Background: an optimization exercise with open tools, aiming at small area, a short achievable clock period and few clock cycles. Do not read the settings as production practice. Function was not checked in any run shown here: the RTL went through the layout flow alone. Power and IR drop assume default switching activity.

===== config.mk =====
export PLATFORM = sky130hd
export DESIGN_NAME = snn_frame_controller
export DESIGN_NICKNAME = snn_frame_controller
export VERILOG_FILES = /design/flow/design.v
export SDC_FILE = /design/flow/constraint.sdc
export NUM_CORES = 4
export LEC_CHECK = 0
export CAP_MARGIN = 20
export CORE_MARGIN = 2
export CORE_UTILIZATION = 40
export SLEW_MARGIN = 20

===== constraint.sdc =====
create_clock -name core_clock -period 5.0 [get_ports {clk}]
set_input_delay 1.0000 -clock core_clock [delete_from_list [all_inputs] [get_ports {clk}]]
set_output_delay 1.0000 -clock core_clock [all_outputs]
set_load 0.01 [all_outputs]

===== design.v =====
package snn_pkg;
  localparam int unsigned DefaultOutN  = 10;
  localparam int unsigned DefaultDepth = 128;
  localparam int unsigned IDX_W        = $clog2(DefaultOutN);
  localparam int unsigned ADDR_W       = $clog2(DefaultDepth);
endpackage
module spike_count_bank #(
  parameter int unsigned OUT_N = 10,
  parameter int unsigned CNT_W = 7,
  parameter int unsigned IDX_W = $clog2(OUT_N)
) (
  input  logic                 clk,
  input  logic                 enable,
  input  logic                 first,
  input  logic [OUT_N-1:0]     spikes,
  output logic [CNT_W-1:0]     max_o,
  output logic [IDX_W-1:0]     idx_o
);
  localparam logic [CNT_W-1:0] CntMax = '1;
  logic [OUT_N-1:0][CNT_W-1:0] cnt_q;
  logic [CNT_W-1:0]            max_q;
  logic [IDX_W-1:0]            idx_q;
  logic [OUT_N-1:0][CNT_W-1:0] cnt_b, cnt_d;
  logic [CNT_W-1:0]            max_b, max_d;
  logic [IDX_W-1:0]            idx_b, idx_d;
  logic [OUT_N-1:0]            up, tie;
  logic [IDX_W-1:0]            up_idx, tie_idx;
  logic                        tie_any;
  always_comb begin
    for (int k = 0; k < int'(OUT_N); k++) begin
      cnt_b[k] = first ? '0 : cnt_q[k];
    end
    max_b = first ? '0 : max_q;
    idx_b = first ? '0 : idx_q;
    for (int k = 0; k < int'(OUT_N); k++) begin
      up[k]  = spikes[k] && (cnt_b[k] == max_b) && (max_b != CntMax);
      tie[k] = spikes[k] && (cnt_b[k] == max_b - CNT_W'(1)) && (max_b != '0);
      cnt_d[k] = cnt_b[k];
      if (spikes[k] && (cnt_b[k] != CntMax)) cnt_d[k] = cnt_b[k] + CNT_W'(1);
    end
    up_idx  = '0;
    tie_idx = '0;
    tie_any = 1'b0;
    for (int k = int'(OUT_N) - 1; k >= 0; k--) begin
      if (up[k])  up_idx = IDX_W'(k);
      if (tie[k]) begin
        tie_idx = IDX_W'(k);
        tie_any = 1'b1;
      end
    end
    if (|up) begin
      max_d = max_b + CNT_W'(1);
      idx_d = up_idx;
    end else begin
      max_d = max_b;
      idx_d = (tie_any && (tie_idx < idx_b)) ? tie_idx : idx_b;
    end
  end
  always_ff @(posedge clk) begin
    if (enable) begin
      cnt_q <= cnt_d;
      max_q <= max_d;
      idx_q <= idx_d;
    end
  end
  assign max_o = max_q;
  assign idx_o = idx_q;
endmodule
import snn_pkg::*;
module snn_frame_controller #(
  parameter int unsigned IN_W    = 19,
  parameter int unsigned DEPTH   = snn_pkg::DefaultDepth,
  parameter int unsigned OUT_N   = snn_pkg::DefaultOutN,
  parameter int unsigned CNT_W   = 7,
  parameter int unsigned REPEAT  = 4,
  parameter int unsigned NET_LAT = 2
) (
  input  logic                       clk,
  input  logic                       rstn,
  input  logic                       in_valid_i,
  output logic                       in_ready_o,
  input  logic [IN_W-1:0]            in_data_i,
  input  logic                       in_last_i,
  input  logic                       abort_i,
  output logic                       net_valid_o,
  output logic [IN_W-1:0]            net_data_o,
  input  logic [OUT_N-1:0]           spike_i,
  output logic                       result_valid_o,
  input  logic                       result_ready_i,
  output logic [$clog2(OUT_N)-1:0]   result_idx_o,
  output logic [CNT_W-1:0]           result_cnt_o
);
  localparam int unsigned AddrW = $clog2(DEPTH);
  localparam int unsigned IdxW  = $clog2(OUT_N);
  localparam int unsigned PassW = (REPEAT > 1) ? $clog2(REPEAT) : 1;
  localparam logic [AddrW-1:0] LastPtr  = AddrW'(DEPTH - 1);
  localparam logic [PassW-1:0] LastPass = PassW'(REPEAT - 1);
  logic              load_q, load_d;       
  logic [AddrW-1:0]  addr_q, addr_d;       
  logic [AddrW-1:0]  last_q, last_d;       
  logic [PassW-1:0]  pass_q, pass_d;
  logic              nv_q, nv_d;           
  logic              nf_q, nf_d;           
  logic              nl_q, nl_d;           
  logic [IN_W-1:0]   nd_q, nd_d;
  logic [NET_LAT:1]  v_q, f_q, l_q;        
  logic              cv_q, cf_q, cl_q;     
  logic [OUT_N-1:0]  sp_q;
  logic              fin_q;                
  logic              rv_q;
  logic [IdxW-1:0]   ri_q;
  logic [CNT_W-1:0]  rc_q;
  logic [IN_W-1:0]   mem [DEPTH];
  logic [IN_W-1:0]   rd_data;
  logic              acc, frame_end, at_last, pend, take;
  logic [CNT_W-1:0]  max_w;
  logic [IdxW-1:0]   idx_w;
  assign acc       = load_q && in_valid_i && !abort_i;
  assign frame_end = in_last_i || (addr_q == LastPtr);
  assign at_last   = (addr_q == last_q);
  assign take      = rv_q && result_ready_i && !abort_i;
  assign pend      = (nv_q && nl_q) || (|(v_q & l_q)) || (cv_q && cl_q) || fin_q;
  assign rd_data   = mem[addr_q];
  always_comb begin
    load_d = load_q;
    addr_d = addr_q;
    last_d = last_q;
    pass_d = pass_q;
    nv_d   = 1'b0;
    nf_d   = 1'b0;
    nl_d   = 1'b0;
    nd_d   = rd_data;
    if (load_q) begin
      nd_d = in_data_i;
      if (acc) begin
        nv_d = 1'b1;
        nf_d = (addr_q == '0);
        if (frame_end) begin
          last_d = addr_q;
          addr_d = '0;
          pass_d = '0;
          load_d = (REPEAT == 1);
          nl_d   = (REPEAT == 1);
        end else begin
          addr_d = addr_q + AddrW'(1);
        end
      end
    end else begin
      if (at_last && (pass_q == LastPass - PassW'(1) || REPEAT == 1)) begin
        if (!pend && !rv_q) begin
          nv_d   = 1'b1;
          nl_d   = 1'b1;
          addr_d = '0;
          load_d = 1'b1;
        end
      end else begin
        nv_d = 1'b1;
        if (at_last) begin
          addr_d = '0;
          pass_d = pass_q + PassW'(1);
        end else begin
          addr_d = addr_q + AddrW'(1);
        end
      end
    end
    if (abort_i) begin
      load_d = 1'b1;
      addr_d = '0;
      nv_d   = 1'b0;
    end
  end
  always_ff @(posedge clk or negedge rstn) begin
    if (!rstn) begin
      load_q <= 1'b1;
      addr_q <= '0;
      nv_q   <= 1'b0;
      nl_q   <= 1'b0;
      v_q    <= '0;
      l_q    <= '0;
      cv_q   <= 1'b0;
      cl_q   <= 1'b0;
      fin_q  <= 1'b0;
      rv_q   <= 1'b0;
    end else begin
      load_q <= load_d;
      addr_q <= addr_d;
      nv_q   <= nv_d;
      nl_q   <= nl_d;
      v_q    <= abort_i ? '0 : {v_q[NET_LAT-1:1], nv_q};
      l_q    <= {l_q[NET_LAT-1:1], nl_q};
      cv_q   <= abort_i ? 1'b0 : v_q[NET_LAT];
      cl_q   <= l_q[NET_LAT];
      fin_q  <= !abort_i && cv_q && cl_q;
      rv_q   <= !abort_i && (fin_q || (rv_q && !take));
    end
  end
  always_ff @(posedge clk) begin
    last_q <= last_d;
    pass_q <= pass_d;
    nf_q   <= nf_d;
    nd_q   <= nd_d;
    f_q    <= {f_q[NET_LAT-1:1], nf_q};
    cf_q   <= f_q[NET_LAT];
    sp_q   <= spike_i;
    if (fin_q) begin
      ri_q <= idx_w;
      rc_q <= max_w;
    end
  end
  always_ff @(posedge clk) begin
    if (acc) begin
      mem[addr_q] <= in_data_i;
    end
  end
  spike_count_bank #(
    .OUT_N (OUT_N),
    .CNT_W (CNT_W),
    .IDX_W (IdxW)
  ) u_count_bank (
    .clk    (clk),
    .enable (cv_q),
    .first  (cf_q),
    .spikes (sp_q),
    .max_o  (max_w),
    .idx_o  (idx_w)
  );
  assign in_ready_o     = load_q;
  assign net_valid_o    = nv_q;
  assign net_data_o     = nd_q;
  assign result_valid_o = rv_q;
  assign result_idx_o   = ri_q;
  assign result_cnt_o   = rc_q;
endmodule

===== run.sh =====
#!/bin/bash
# synth_recipe.tcl (not shown) runs the flow's synth.tcl, then flattens the netlist and writes it again
# the make line also repeats each setting of config.mk as NAME=value (left out here)
make -C /OpenROAD-flow-scripts/flow DESIGN_CONFIG=/design/flow/config.mk WORK_HOME=/design/flow/orfs CLKGATE_MAP_FILE= SYNTH_SCRIPT=/design/flow/synth_recipe.tcl finish

==> results.py, run 1 <==
metrics = {
    "finish": {
        "final-seq-area_mm2": 0.07719,
        "drive_gt1_share_pct": 16.03,
        "finish.instance_area_mm2": 0.1132,
        "area_growth_syn_to_layout_pct": 16.16,
        "nFillCells": 20410,
        "layout_common_cells": "edfxtp_1, a22oi_1, buf_4",
        "final_common_cell": "edfxtp_1",
        "nets": 6010,
        "multi_input_area_mm2": 0.01899,
    },
    "clock_tree": {
        "cts_setup_buffers": 0,
        "cts-root-buf": "clkbuf_16",
        "cts.sinks": 2584,
        "clk_pin_slew_ns": 0.06,
        "cts_tree": "yes",
        "htree_levels": 5,
        "clock_path_buffers": 4,
        "cts_resized": 0,
        "cts_buffers": 283,
        "worstSkewPairLatency_ns": 0.95,
        "ctsHoldBuffers": 0,
    },
    "synth": {
        "yosys_warnings": 2,
        "synth_compound_area_share_pct": 13.15,
        "synth_nets": 5648,
        "synthFlopType": "edfxtp_1",
        "synth_mux_area_share_pct": 0.2824,
        "async_reset_ff_share_pct": 0.6966,
        "post_synth.cell_area_avg_um2": 17.42,
        "netlist_area_mm2": 0.09747,
        "synthSimpleGateAreaFrac_pct": 3.932,
        "synth_edf_count": 2533,
        "synth_seq_cells": 2584,
        "synth_xor_area_share_pct": 1.474,
        "synth_cell_type_count": 97,
        "synth_top_family_by_area": "compound AO/OA/AOI/OAI gates",
        "synth_fa_ha_area_share_pct": 0.2413,
        "netlist_instances": 5595,
        "ys_seq_area_share_pct": 79.18,
    },
    "global_route": {
        "antenna_found_initial": 18,
        "grt_pass1_vias": 55620,
        "grt_first_pass_wirelength_mm": 429.0,
        "gr-total-overflow": 0,
        "grt_max_degree": 95,
        "grt_use_total_pct": 23.93,
    },
    "placement": {
        "routabilityCongestion": 0.9117,
        "dp_hpwl_mm": 181.0,
        "place_area_mm2": 0.1045,
        "port-buffer-count": 67,
    },
    "critical_path": {
        "r2r_slack_ns": 0.39,
        "crit_arrival_ns": 5.29,
        "cp_cell_sequence": "inv_1, nand2_1, ha_1, nor3b_4, nand2_1, a221oi_1, nand4_1, o21ai_1, nor3b_4, nor2b_1, ha_1, a21oi_1, nor2b_1, a311oi_2, a21boi_2, mux2_1, a22o_1",
        "r2r-end": "u_count_bank.idx_q[0]$_DFFE_PP_",
        "crit_fanout": 9,
        "r2r_cells": 17,
        "path_class": "flop to flop",
        "rr_startpoint": "cf_q$_DFF_P_",
        "slowest_stage": "nor3b_4",
        "crit_start": "cf_q$_DFF_P_",
        "end_kind": "flop",
        "cp.required_ns": 5.68,
        "cp_slowest_stage_delay_ns": 0.53,
        "endpoint": "u_count_bank.idx_q[0]$_DFFE_PP_",
        "setup.worst_path.start_class": "flop",
    },
    "detailed_routing": {
        "num_vias": 58650,
        "post_drt_via_cell_ratio": 6.258,
        "drtIter0Drc": 8111,
        "post_drt_wl_per_cell_um": 32.35,
        "post-route-drc-count": 0,
        "totalWireLength_mm": 303.2,
        "ant_nets": 0,
        "drt-pass1-iter-count": 6,
    },
    "timing": {
        "max_slew.worst_pin.slew_ns": 1.153,
        "fmax_mhz": 217.0,
        "rsz0062_at_grt": "false",
        "slew_headroom_pct": 22.40,
        "post-route-period-util_pct": 92.16,
        "final_max_slew_viol_count": 0,
        "setup_viol": 0,
        "finalCriticalPeriod_ns": 4.608,
        "hold_viol": 0,
        "fin_tns_setup_ns": 0,
        "clock_skew_ns": 0.05479,
    },
    "floorplanning": {
        "die_y_um": 497.6,
        "coreArea_mm2": 0.2428,
        "start_util_pct": 40.15,
        "die_area_mm2": 0.2476,
        "chipWidth_um": 497.6,
        "num_rows": 181,
        "ioPinCount": 68,
    },
    "run_status": {
        "run_status": "no timing/DRC/antenna violations",
    },
    "power_and_ir_drop": {
        "p_leak_nw": 34.65,
        "vdd_drop_max_mv": 0.4023,
        "power_density_mw_per_mm2": 406.7,
    },
    "min_path": {
        "hold_path_class": "flop to flop",
    },
    "flow_run": {
        "cap_violations": 0,
    },
}
critical path: cells and delay by family (launching register included):
kind | cells | cell delay [ns]
AOI/OAI and AO/OA | 6 | 1.47
adders and majority gates | 2 | 0.76
buffers and inverters | 1 | 0.08
DFF | 1 | 0.35
muxes | 1 | 0.36
and+or+nand+nor | 7 | 1.35
power by group:
part	total, W	internal (W)	switching [W]	leakage [nW]
Sequential	0.0239	0.0238	0.0000750	23.3
Clock	0.0199	0.0117	0.00821	4.27
Combinational	0.00222	0.000653	0.00157	7.09
Yosys cell counts (9+ instances only):
library cell	n	area share, %
nor2_1	214	0.82
edfxtp_1	2533	78
or3_1	9	0.058
o2111ai_1	9	0.081
nor2b_1	66	0.42
and3_1	12	0.077
a41oi_1	55	0.49
dfrtp_1	17	0.44
xor2_1	79	0.71
a2111oi_0	9	0.081
a22o_1	192	1.7
nand2b_1	19	0.12
mux2_2	14	0.16
nand3_1	38	0.20
nor4_1	41	0.26
ha_1	18	0.23
inv_1	33	0.13
dfxtp_1	33	0.68
a21o_1	13	0.10
buf_2	54	0.28
a21oi_1	66	0.34
o211ai_1	20	0.15
buf_1	92	0.35
nand2_1	91	0.35
a221oi_1	198	1.8
clkbuf_1	230	0.89
o21ai_0	50	0.26
a22oi_1	847	6.5
nor3_1	28	0.14
a31oi_1	142	0.91
nand4_1	139	0.89
xnor2_1	69	0.62
layer usage:
metal | track usage [%] | part of all wire [%]
met1 | 33.89 | 40
met2 | 36.47 | 45
met3 | 5.127 | 10
met4 | 8.627 | 3.8
met5 | 0 | 0.014
registers in the layout, summed over array words and instances, names as in the netlist, 2 cells and up:
register            count
addr_q                  7
f_q                     2
l_q                     2
last_q                  7
mem                  2432
nd_q                   19
pass_q                  2
rc_q                    7
ri_q                    4
sp_q                   10
u_count_bank.cnt_q     70
u_count_bank.idx_q      4
u_count_bank.max_q      7
v_q                     2
through the flow:
step / util, % / total power (W) / hold slack [ns] / setup slack, ns / std cells
after CTS: 46.62 / 0.04625 / 0.3103 / 0.3936 / 9364
after detailed placement: 43.03 / 0.02656 / 0.3226 / 0.4078 / 8874
after global placement: 43.03 / 0.02654 / 0.3219 / 0.4185 / 8874
final: 46.64 / 0.04605 / 0.3137 / 0.3918 / 9372
after floorplan: - / 0.02532 / 0.3096 / 0.4203 / 5595
after global routing: 46.63 / 0.04725 / 0.3167 / 0.01654 / 9365
cell type report:
cell class	instances	share of cell area (%)
sequential	2584	68.17
multi-input combinational	2590	16.77
clock buffer	371	6.784
timing repair buffer	464	3.683
tap	3202	3.538
clock inverter	119	0.9172
inverter	34	0.1127
antenna	8	0.01768
worst min path at each step:
| stage | end | startpoint | slack (ns) | cells after the start |
|---|---|---|---|---|
| final | cf_q$_DFF_P_ | f_q[2]$_DFF_P_ | 0.31 | 0 |
| after global routing | cf_q$_DFF_P_ | f_q[2]$_DFF_P_ | 0.32 | 0 |
| after CTS | cf_q$_DFF_P_ | f_q[2]$_DFF_P_ | 0.31 | 0 |
| after detailed placement | f_q[1]$_DFF_P_ | nf_q$_SDFF_PN0_ | 0.32 | 0 |
| after global placement | f_q[1]$_DFF_P_ | nf_q$_SDFF_PN0_ | 0.32 | 0 |
| after floorplan | cf_q$_DFF_P_ | f_q[2]$_DFF_P_ | 0.31 | 0 |
cell families (layout without fill, tap and decap cells):
group	Yosys count	in the layout
AOI/OAI and AO/OA	1676	1676
buffers and inverters	421	988
and+or+nand+nor	718	718
adders and majority gates	19	19
DFF	2584	2584
muxes	23	23
xor gates and xnor gates	154	154
other	0	8
==> run 2: changes to the inputs <==
--- a/design.v
+++ b/design.v
@@ -11,59 +11,38 @@
 ) (
   input  logic                 clk,
-  input  logic                 enable,
   input  logic                 first,
-  input  logic [OUT_N-1:0]     spikes,
-  output logic [CNT_W-1:0]     max_o,
-  output logic [IDX_W-1:0]     idx_o
+  input  logic [OUT_N-1:0]     spikes,    
+  output logic [CNT_W-1:0]     max_o,     
+  output logic [IDX_W-1:0]     idx_o      
 );
   localparam logic [CNT_W-1:0] CntMax = '1;
-  logic [OUT_N-1:0][CNT_W-1:0] cnt_q;
-  logic [CNT_W-1:0]            max_q;
-  logic [IDX_W-1:0]            idx_q;
-  logic [OUT_N-1:0][CNT_W-1:0] cnt_b, cnt_d;
-  logic [CNT_W-1:0]            max_b, max_d;
-  logic [IDX_W-1:0]            idx_b, idx_d;
-  logic [OUT_N-1:0]            up, tie;
-  logic [IDX_W-1:0]            up_idx, tie_idx;
-  logic                        tie_any;
+  logic [OUT_N-1:0][CNT_W-1:0] dist_q, dist_d;
+  logic [CNT_W-1:0]            max_q, max_d;
+  logic [OUT_N-1:0]            at_max, at_max_b, inc;
+  logic                        sat_b, up;
   always_comb begin
     for (int k = 0; k < int'(OUT_N); k++) begin
-      cnt_b[k] = first ? '0 : cnt_q[k];
-    end
-    max_b = first ? '0 : max_q;
-    idx_b = first ? '0 : idx_q;
+      at_max[k]   = (dist_q[k] == '0);
+      at_max_b[k] = first || at_max[k];
+    end
+    sat_b = !first && (max_q == CntMax);
+    up = (|(spikes & at_max_b)) && !sat_b;
     for (int k = 0; k < int'(OUT_N); k++) begin
-      up[k]  = spikes[k] && (cnt_b[k] == max_b) && (max_b != CntMax);
-      tie[k] = spikes[k] && (cnt_b[k] == max_b - CNT_W'(1)) && (max_b != '0);
-      cnt_d[k] = cnt_b[k];
-      if (spikes[k] && (cnt_b[k] != CntMax)) cnt_d[k] = cnt_b[k] + CNT_W'(1);
-    end
-    up_idx  = '0;
-    tie_idx = '0;
-    tie_any = 1'b0;
+      inc[k] = spikes[k] && !(at_max_b[k] && sat_b);
+      dist_d[k] = (first ? '0 : dist_q[k]) + CNT_W'(up) - CNT_W'(inc[k]);
+    end
+    max_d = (first ? '0 : max_q) + CNT_W'(up);
+  end
+  always_ff @(posedge clk) begin
+    dist_q <= dist_d;
+    max_q  <= max_d;
+  end
+  always_comb begin
+    idx_o = '0;
     for (int k = int'(OUT_N) - 1; k >= 0; k--) begin
-      if (up[k])  up_idx = IDX_W'(k);
-      if (tie[k]) begin
-        tie_idx = IDX_W'(k);
-        tie_any = 1'b1;
-      end
-    end
-    if (|up) begin
-      max_d = max_b + CNT_W'(1);
-      idx_d = up_idx;
-    end else begin
-      max_d = max_b;
-      idx_d = (tie_any && (tie_idx < idx_b)) ? tie_idx : idx_b;
-    end
-  end
-  always_ff @(posedge clk) begin
-    if (enable) begin
-      cnt_q <= cnt_d;
-      max_q <= max_d;
-      idx_q <= idx_d;
+      if (at_max[k]) idx_o = IDX_W'(k);
     end
   end
   assign max_o = max_q;
-  assign idx_o = idx_q;
 endmodule
 import snn_pkg::*;
@@ -201,6 +180,6 @@
     nd_q   <= nd_d;
     f_q    <= {f_q[NET_LAT-1:1], nf_q};
-    cf_q   <= f_q[NET_LAT];
-    sp_q   <= spike_i;
+    cf_q   <= f_q[NET_LAT] && v_q[NET_LAT];
+    sp_q   <= v_q[NET_LAT] ? spike_i : '0;
     if (fin_q) begin
       ri_q <= idx_w;
@@ -219,5 +198,4 @@
   ) u_count_bank (
     .clk    (clk),
-    .enable (cv_q),
     .first  (cf_q),
     .spikes (sp_q),
==> run 2 against run 1 <==
Clock skew up 0.034 ns. Non-clock buffer count shrank 45. Combinational power grew 120%. Fmax up 8.0%. Global-route usage is 0.88 points lower. Largest power group unchanged. Highest routed layer unchanged.
==> results.py, run 2 <==
metrics = {
    "run_status": {
        "run_status": "no timing/DRC/antenna violations",
    },
    "synth": {
        "synthFlopType": "edfxtp_1",
        "netlist_instances": 5580,
        "synth_top_area_share_pct": 73.27,
        "async_reset_ff_share_pct": 0.6977,
        "synth_nets": 5700,
        "synth_cell_type_count": 85,
        "synth_edf_count": 2452,
        "yosys_warnings": 2,
        "synth_seq_cells": 2580,
        "ys_seq_area_share_pct": 75.92,
        "synthMostInstantiatedCell": "edfxtp_1",
        "post_synth.cell_area_avg_um2": 18.01,
        "yosys-top-cells-area": "edfxtp_1, mux4_2, a221oi_1",
        "yosysTopAreaCell": "edfxtp_1",
        "synth_top_cells_by_count": "edfxtp_1, a221oi_1, nor2_1",
        "netlist_area_mm2": 0.1005,
    },
    "critical_path": {
        "cp_cell_sequence": "buf_4, nor2_4, buf_4, a221oi_1, o22a_1, a2111oi_1, nor4_1, a221oi_1",
        "crit_arrival_ns": 5.11,
        "setup.worst_path.start_class": "flop",
        "slowest_stage": "a2111oi_1",
        "r2r_cells": 8,
        "crit_fanout": 29,
        "path_class": "flop to flop",
        "cp_slowest_stage_delay_ns": 1.04,
        "end_kind": "flop",
        "cp.required_ns": 5.85,
    },
    "timing": {
        "hold_viol": 0,
        "clock_skew_ns": 0.08897,
        "fin_tns_setup_ns": 0,
        "fmax_mhz": 234.4,
        "finalCriticalPeriod_ns": 4.266,
        "rsz0062_at_grt": "false",
        "holdWs_ns": 0.3248,
        "setup_viol": 0,
        "max_slew.worst_pin.slew_ns": 1.292,
        "setup_ws_ns": 0.7337,
        "slew_headroom_pct": 13.04,
        "final_max_slew_viol_count": 0,
        "post-route-period-util_pct": 85.33,
    },
    "power_and_ir_drop": {
        "p_switching_w": 0.01140,
        "p_leak_nw": 36.66,
        "vdd_drop_max_mv": 0.4106,
        "p_clk_share_pct": 40.7,
        "power_frac_comb_pct": 9.8,
        "power_density_mw_per_mm2": 424.4,
        "power.internal_w": 0.03770,
        "swShare_pct": 23.21,
        "seqPwrFrac_pct": 49.5,
    },
    "detailed_routing": {
        "post-route-drc-count": 0,
        "drt-pass1-iter-count": 6,
        "ant_nets": 0,
        "drtIter0Drc": 7544,
        "num_vias": 57200,
        "post_drt_wl_per_cell_um": 31.62,
        "post_drt_via_cell_ratio": 6.026,
        "totalWireLength_mm": 300.1,
    },
    "min_path": {
        "hold_path_class": "flop to flop",
        "whs_path_depth": 0,
    },
    "global_route": {
        "antenna_found_initial": 15,
        "grt_max_degree": 92,
        "grt_first_pass_wirelength_mm": 422.8,
        "gr-total-overflow": 0,
        "busiest_layer": "met2",
        "grtUsageMet2_pct": 35.95,
        "met3_usage_pct": 4.543,
        "met1_usage_pct": 31.57,
        "grt_pass1_vias": 55880,
        "grt_use_total_pct": 23.05,
    },
    "finish": {
        "largest_registers": "mem x2432, u_count_bank.dist_q x70, nd_q x19",
        "finish.instance_area_mm2": 0.1157,
        "final_util_pct": 46.19,
        "nets": 6056,
        "final_common_cell": "edfxtp_1",
        "layout_common_cells": "edfxtp_1, buf_4, a221oi_1",
        "largest_reg_flops": 2432,
        "drive_gt1_share_pct": 20.36,
        "area_growth_syn_to_layout_pct": 15.14,
        "top_register": "mem",
    },
    "clock_tree": {
        "cts.sinks": 2580,
        "clk_pin_slew_ns": 0.06,
        "htree_levels": 5,
        "cts_tree": "yes",
        "worstSkewPairLatency_ns": 0.97,
        "ctsHoldBuffers": 0,
        "cts_resized": 0,
        "cts-root-buf": "clkbuf_16",
        "cts_buffers": 283,
        "cts_setup_buffers": 0,
        "clock_path_buffers": 4,
    },
    "floorplanning": {
        "die_area_mm2": 0.2552,
        "die_y_um": 505.2,
        "chipWidth_um": 505.2,
        "coreArea_mm2": 0.2505,
        "ioPinCount": 68,
        "num_rows": 184,
        "start_util_pct": 40.12,
    },
    "placement": {
        "port-buffer-count": 67,
        "place_area_mm2": 0.1070,
        "dp_hpwl_mm": 177.5,
        "routabilityCongestion": 0.8721,
        "place_ws_ns": 0.7800,
    },
    "flow_run": {
        "cap_violations": 0,
    },
}
-- run 2: cell count changes in the layout (fill, tap and decap cells not counted), moves of 95 or more --
cell | before | now
nand2_1 | 86 | 202
nand4_1 | 139 | 12
mux4_2 | 2 | 265
a22oi_1 | 847 | 88
a31oi_1 | 140 | 18
a221oi_1 | 198 | 327
a21oi_1 | 66 | 163
a22o_1 | 192 | 41
mux2i_1 | 5 | 176
o21ai_0 | 50 | 149
nor2_1 | 87 | 182
-- run 2: layer usage --
metal | routed length (µm) | part of all wire [%] | up-vias
met4 | 13780 | 4.6 | 6
met5 | 116 | 0.039 | -
li1 | - | - | 23470
met1 | 117800 | 39 | 29970
met2 | 139300 | 46 | 3145
met3 | 29060 | 9.7 | 602
-- run 2: through the flow --
step	power, W	std cells
2_1_floorplan	0.02792	5580
3_3_place_gp	0.02942	8998
6_report	0.04910	9491
4_1_cts	0.04936	9481
5_1_grt	0.05064	9483
3_5_place_dp	0.02957	8998
-- run 2: power groups by stage --
stage / clock network (W) / logic [W] / registers (W)
finish: 0.0200 / 0.00482 / 0.0243
global route: 0.0210 / 0.00528 / 0.0243
CTS: 0.0202 / 0.00484 / 0.0243
detailed placement: 0 / 0.00482 / 0.0248
global placement: 0 / 0.00469 / 0.0247
floorplan: 0 / 0.00326 / 0.0247
-- run 2: path summary, 6_finish.rpt --
| kind | startpoint | end | slack [ns] |
|---|---|---|---|
| max in group asynchronous | rstn | addr_q[3]$_DFFE_PN0P_ | 3.72 |
| min in group asynchronous | rstn | rv_q$_DFF_PN0_ | 0.61 |
| worst min-delay path | nf_q$_SDFF_PN0_ | f_q[1]$_DFF_P_ | 0.32 |
| worst min register to register | nf_q$_SDFF_PN0_ | f_q[1]$_DFF_P_ | 0.32 |
| worst max-delay path | addr_q[2]$_DFFE_PN0P_ | nd_q[5]$_DFF_P_ | 0.73 |
| worst max register to register | addr_q[2]$_DFFE_PN0P_ | nd_q[5]$_DFF_P_ | 0.73 |
-- run 2: cells by family after synthesis --
group | share of synthesized area [%]
flip-flops | 75.92
multiplexers | 8.376
XOR/XNOR | 0.6624
AO/OA/AOI/OAI | 8.167
buffers and inverters | 2.261
adder cells (fa/ha/maj) | 1.133
AND/OR/NAND/NOR | 3.485
-- run 2: layout make-up --
class / instances / area, µm²
Inverter: 119 / 456.7
Multi-Input combinational cell: 2533 / 22330
Clock inverter: 136 / 1182
Fill cell: 21290 / 134800
Clock buffer: 347 / 7521
Antenna cell: 9 / 22.52
Tap cell: 3348 / 4189
Sequential cell: 2580 / 76300
Timing Repair Buffer: 419 / 3691
-- run 2: worst max-delay path, delay by kind of cell (launching register included) --
| family | cells | cell delay [ns] |
|---|---|---|
| and+or+nand+nor | 2 | 0.96 |
| AOI/OAI and AO/OA | 4 | 1.76 |
| buffers and inverters | 2 | 0.70 |
| DFF | 1 | 0.72 |

==> separate check: timing with driven ports <==
The results above use ideal ports. As a check the final layouts listed here were re-extracted and re-timed, cells and wires unchanged.
Step 1: set_driving_cell puts a clkbuf_16 on clk and a buf_2 on each other input, an assumption about the parent block.
Step 2 moves the port delays by t, midway between the first and last clock arrival at a register: inputs arrive t later, outputs are due t later. That takes back most of the time a late clock gives input paths.
Three values: ideal ports, drivers, drivers and shift; two values: the first two.
run	shift t [ns]	slack for setup (ns)	worst data-port slew with drivers (ns)
run 1	1.016	0.392 / 0.392 / 0.392	0.07
run 2	1.014	0.734 / 0.734 / 0.734	0.09
After both steps every run listed still meets setup and hold.
